What follows belongs to an exercise in optimizing a design on an open flow for small area, a short achievable clock period and few clock cycles; a production flow would make more cautious choices. At most, simulation tests tie the RTL to the original design; equivalence was not proved. Power and IR drop assume default switching activity.

## buffet_top
module buffet_top (
    input  logic                  clk,
    input  logic                  nreset_i,
    input  logic                  push_valid_i,
    input  buffet_pkg::data_t     push_data_i,
    input  logic                  credit_req_i,
    output logic                  credit_valid_o,
    output buffet_pkg::count_t    credit_o,
    input  logic                  read_valid_i,
    input  buffet_pkg::read_req_t read_req_i,
    output logic                  read_ready_o,
    output logic                  read_data_valid_o,
    output buffet_pkg::data_t     read_data_o,
    input  logic                  read_data_ready_i,
    input  logic                  update_valid_i,
    input  buffet_pkg::idx_t      update_offset_i,
    input  buffet_pkg::data_t     update_data_i
);
Size in the first run: about 500 cells after synthesis, roughly 160 flip-flops, roughly 120 I/O pins, ~7300 um^2 of cells after synthesis.
make LEC_CHECK=0 ABC_CLOCK_PERIOD_IN_PS=2200 CAP_MARGIN=20 CORE_MARGIN=2 CORE_UTILIZATION=40 SETUP_SLACK_MARGIN=2.1 SLEW_MARGIN=20 finish   # period 4.4 ns
run.sh (not shown) runs the stock make flow with config.mk's settings and CLKGATE_MAP_FILE= SYNTH_SCRIPT=/design/flow/synth_recipe.tcl, a recipe that flattens the netlist after the stock synthesis.
The starting point produced a clean layout.
Rerun with:
ABC_CLOCK_PERIOD_IN_PS = 2400   (was 2200)
SETUP_SLACK_MARGIN = 1.9   (was 2.1)
Total power goes down slightly.
Hold slack is about the same.
Via count goes up slightly.
Die area is unchanged.
Global-route usage goes down by 0.28 points.
Worst setup slack degrades by 220 ps.
Synthesized cell count does not change.
Design area is about the same.
Function was not checked in any run of this note: the RTL went through the layout flow alone.

* * *

buffet_top, a different RTL version from the one above (not shown whole).
For scale: about 700 flip-flops, roughly 27,000 um2 of cells after synthesis.
==> flow/design.v (excerpt) <==
module buffet_top (
    input  logic                  clk,
    input  logic                  nreset_i,
    input  logic                  push_valid_i,
    input  buffet_pkg::data_t     push_data_i,
    input  logic                  credit_req_i,
    output logic                  credit_valid_o,
    output buffet_pkg::count_t    credit_o,
    input  logic                  read_valid_i,
    input  buffet_pkg::read_req_t read_req_i,
    output logic                  read_ready_o,
    output logic                  read_data_valid_o,
    output buffet_pkg::data_t     read_data_o,
    input  logic                  read_data_ready_i,
    input  logic                  update_valid_i,
    input  buffet_pkg::idx_t      update_offset_i,
    input  buffet_pkg::data_t     update_data_i
);
==> flow/config.mk <==
export PLATFORM = sky130hd
export DESIGN_NAME = buffet_top
export DESIGN_NICKNAME = buffet_top
export VERILOG_FILES = /design/flow/design.v
export SDC_FILE = /design/flow/constraint.sdc
export NUM_CORES = 4
export LEC_CHECK = 0
export ABC_CLOCK_PERIOD_IN_PS = 2200
export CAP_MARGIN = 20
export CORE_MARGIN = 2
export CORE_UTILIZATION = 60
export CTS_CLUSTER_DIAMETER = 80
export CTS_CLUSTER_SIZE = 24
export SETUP_SLACK_MARGIN = 2.2
export SLEW_MARGIN = 20
export TNS_END_PERCENT = 5
==> flow/constraint.sdc <==
create_clock -name core_clock -period 4.4 [get_ports {clk}]
set_input_delay 0.8800 -clock core_clock [delete_from_list [all_inputs] [get_ports {clk}]]
set_output_delay 0.8800 -clock core_clock [all_outputs]
set_load 0.01 [all_outputs]
standard.sh (not shown) runs the stock make flow with config.mk's settings and CLKGATE_MAP_FILE= SYNTH_SCRIPT=/design/flow/synth_recipe.tcl, a recipe that flattens the netlist after the stock synthesis.
==> flow/flow/run.sh <==
#!/bin/bash
# The standard layout, with three changes to how it is made: adders
# are left to ABC as plain gates (no full/half adder cells), sizing may
# change a cell's footprint, and the port buffers are buf_4 cells.
# make's output goes to make.log; each ORFS step keeps its own log under
# orfs/logs
set -euo pipefail
bash standard.sh ADDER_MAP_FILE= MATCH_CELL_FOOTPRINT=0 \
    "BUFFER_PORTS_ARGS=-buffer_cell sky130_fd_sc_hd__buf_4" finish > make.log 2>&1
The starting point went through all stages and came out clean.
Testbench counts at the start, summed over its fixed seeds: cycles 9,660.
Edit:
- CORE_UTILIZATION: 60 -> 40
- CTS_CLUSTER_DIAMETER: 80 -> 100
- CTS_CLUSTER_SIZE: 24 -> 30
- TNS_END_PERCENT: 5 -> not set
Result: The changed run produced a clean layout; final area grows by 3.0%; cell count grows by 11%; maximum frequency climbs by 3.4%; hold slack loses 0.041 ns; global-route usage decreases by 9.3 points; via count increases by 1.9%.
Edit:
- CORE_UTILIZATION: 40 -> 65
- CTS_CLUSTER_DIAMETER: 100 -> 80
- CTS_CLUSTER_SIZE: 30 -> 24
- SETUP_SLACK_MARGIN: 2.2 -> 2.25
Result: Combinational power fell by 2.8%; maximum frequency climbs by 2.0%; final cell count fell by 11%; sequential share of layout area increases by 0.81 points; die area drops by 38%; power increases by 1.5%; via count grows by 1.3%; clock-buffer cell count is higher by 12; worst setup slack gets better by 0.046 ns; design area fell by 1.3%.
Edit:
- CORE_UTILIZATION: 65 -> 40
- CTS_CLUSTER_DIAMETER: 80 -> 100
- CTS_CLUSTER_SIZE: 24 -> 20
- SETUP_SLACK_MARGIN: 2.25 -> 2.2
The new run completed without violations; die area rises by well over a third; via count falls slightly; design area rises by a few percent; count of clock-buffer cells in the layout rises by 11; total power rises slightly; cell count rises by roughly a tenth; maximum frequency rises slightly.

* * *

## try-nickel
Another version of the RTL of buffet_top (not shown whole).
For scale: roughly 1,900 cells after synthesis, ~700 flip-flops, about 120 I/O pins, roughly 0.028 mm² of cells after synthesis.
Design buffet_top, start of the top module:
module buffet_top (
    input  logic                  clk,
    input  logic                  nreset_i,
    input  logic                  push_valid_i,
    input  buffet_pkg::data_t     push_data_i,
    input  logic                  credit_req_i,
    output logic                  credit_valid_o,
    output buffet_pkg::count_t    credit_o,
    input  logic                  read_valid_i,
    input  buffet_pkg::read_req_t read_req_i,
    output logic                  read_ready_o,
    output logic                  read_data_valid_o,
    output buffet_pkg::data_t     read_data_o,
    input  logic                  read_data_ready_i,
    input  logic                  update_valid_i,
    input  buffet_pkg::idx_t      update_offset_i,
    input  buffet_pkg::data_t     update_data_i
);
    buffet_pkg::count_t head;
    buffet_pkg::count_t tail;
    buffet_pkg::count_t tail1;
    buffet_pkg::count_t occ;
    buffet_pkg::count_t occ1;
    logic shrink;
    buffet_pkg::idx_t shrink_amount;
    logic alloc;
    logic [1:0] wu_v;
    buffet_pkg::idx_t wu_idx0;
    buffet_pkg::idx_t wu_idx1;
    logic [1:0] wu_next;
    logic [1:0] wu_sel;
    logic [1:0] wu_retire;
    logic wu_room;
    buffet_pkg::idx_t ram_rd_idx;
    logic [buffet_pkg::DEPTH-1:0] ram_rd_sel;
    buffet_pkg::data_t ram_rd_data;
    buffet_pkg::wr_port_t push_wr;
    logic [buffet_pkg::DEPTH-1:0] ram_wr_row;
    buffet_pkg::data_t ram_wr_data;
    buffet_window u_window (
        .clk             (clk),
        .nreset_i        (nreset_i),
        .push_valid_i    (push_valid_i),
        .credit_req_i    (credit_req_i),
        .shrink_i        (shrink),
        .shrink_amount_i (shrink_amount),
  ...
clock: 4.4 ns
lec_check: 0
abc_clock_period_in_ps: 2500
cap_margin: 20
core_margin: 2
core_utilization: 65
cts_cluster_diameter: 80
cts_cluster_size: 24
setup_slack_margin: 2.25
slew_margin: 20
Scripts as last shown in full above: flow/flow/run.sh
Testbench counts of try-nickel, summed over its fixed seeds: cycles 9,660.
Edits applied to the flow inputs when going from try-nickel to try-harbor:
Settings: swapping 2500 for 2200 in ABC_CLOCK_PERIOD_IN_PS; swapping 2.25 for 2.3 in SETUP_SLACK_MARGIN.
Notes after the runs:
- Compared with try-nickel, try-harbor ends up with a larger final cell area.
- Any difference in clock slew seen by the registers of the worst setup and hold paths between try-nickel and try-harbor is small enough to ignore.
- Diff try-nickel -> try-harbor: maximum frequency level, combined area of the multi-input logic cells climbed about 2.5%, worst hold-check slack saw a decrease.
Setup changes, try-harbor to try-delta
Settings: a change of SETUP_SLACK_MARGIN from 2.3 to 2.25.
Findings:
try-delta: core utilization is 1.2 points lower than what try-harbor reported.
Relative to try-harbor, pin count of the biggest net entering global routing decreased by 1.5% in try-delta.
[compare] base=try-harbor new=try-delta: number of ordinary and repair buffers in the finished layout went down about 8%; power share of the clock group climbed 0.4 points.
Setup changes, try-delta to try-garnet
-- flow/flow/run.sh --
<<< try-delta, line 4
# change a cell's footprint, and the port buffers are buf_4 cells.
>>> try-garnet, line 4
# change a cell's footprint, and the port buffers are buf_2 cells.
<<< try-delta, line 9
    "BUFFER_PORTS_ARGS=-buffer_cell sky130_fd_sc_hd__buf_4" finish > make.log 2>&1
>>> try-garnet, line 9
    "BUFFER_PORTS_ARGS=-buffer_cell sky130_fd_sc_hd__buf_2" finish > make.log 2>&1
### Flow results
All of try-delta and try-garnet finish clean. Comparing try-delta and try-garnet, global-route wire length before repair is higher on try-garnet. When try-garnet is measured against try-delta, its overall global routing resource usage turns out 0.37 points higher. try-garnet: fraction of power consumed by the clock network is 0.3 points lower than what try-delta reported. In try-garnet relative to try-delta, ratio of total power to cell area had gone up slightly.

separate check: timing with driven ports:
The flow's constraints put no driver on any port. The routed layouts listed below were extracted and timed again, unchanged, in two steps. Step 1 sets driving cells, clkbuf_16 on the clock port and buf_2 on the other inputs (assumed; they add their load-dependent delay and slew). Step 2 adds t to the input delays and takes it off the output delays; t is the mean of the earliest and latest rising clock arrival at the registers after step 1. Input paths then give back, and output paths get back, about the clock's delay inside the block. Slacks: ideal / step 1 / step 2; pairs: ideal / step 1.
| run | t, ns | setup slack, ns | latest minus earliest clock arrival (ns) | worst register clock-pin slew, ns | worst slew at a driven data input, ns |
|---|---|---|---|---|---|
| the first run of note 1 | 0.456 | 2.207 / 2.177 / 1.744 | 0.010 / 0.011 | 0.06 / 0.06 | 0.06 |
| the second run of note 1 | 0.459 | 1.991 / 1.980 / 1.549 | 0.011 / 0.011 | 0.06 / 0.06 | 0.06 |
| the first run of note 2 | 0.645 | 1.997 / 1.997 / 1.468 | 0.020 / 0.021 | 0.10 / 0.10 | 0.08 |
| the second run of note 2 | 0.675 | 2.075 / 2.075 / 1.574 | 0.027 / 0.027 | 0.12 / 0.12 | 0.09 |
| the third run of note 2 | 0.635 | 2.122 / 2.122 / 1.633 | 0.028 / 0.028 | 0.10 / 0.10 | 0.06 |
| the fourth run of note 2 | 0.650 | 2.132 / 2.132 / 1.588 | 0.038 / 0.038 | 0.09 / 0.09 | 0.09 |
| try-nickel | 0.639 | 2.217 / 2.159 / 1.663 | 0.021 / 0.021 | 0.10 / 0.10 | 0.09 |
| try-harbor | 0.642 | 2.212 / 2.078 / 1.436 | 0.016 / 0.016 | 0.10 / 0.10 | 0.22 |
| try-delta | 0.639 | 2.217 / 2.159 / 1.663 | 0.021 / 0.021 | 0.10 / 0.10 | 0.09 |
| try-garnet | 0.649 | 1.948 / 1.948 / 1.463 | 0.031 / 0.031 | 0.10 / 0.10 | 0.08 |
After both steps setup and hold are still met in every run listed. For try-harbor, which loses most, drivers alone change the setup slack by -0.134 ns; drivers and shift together by -0.776 ns.
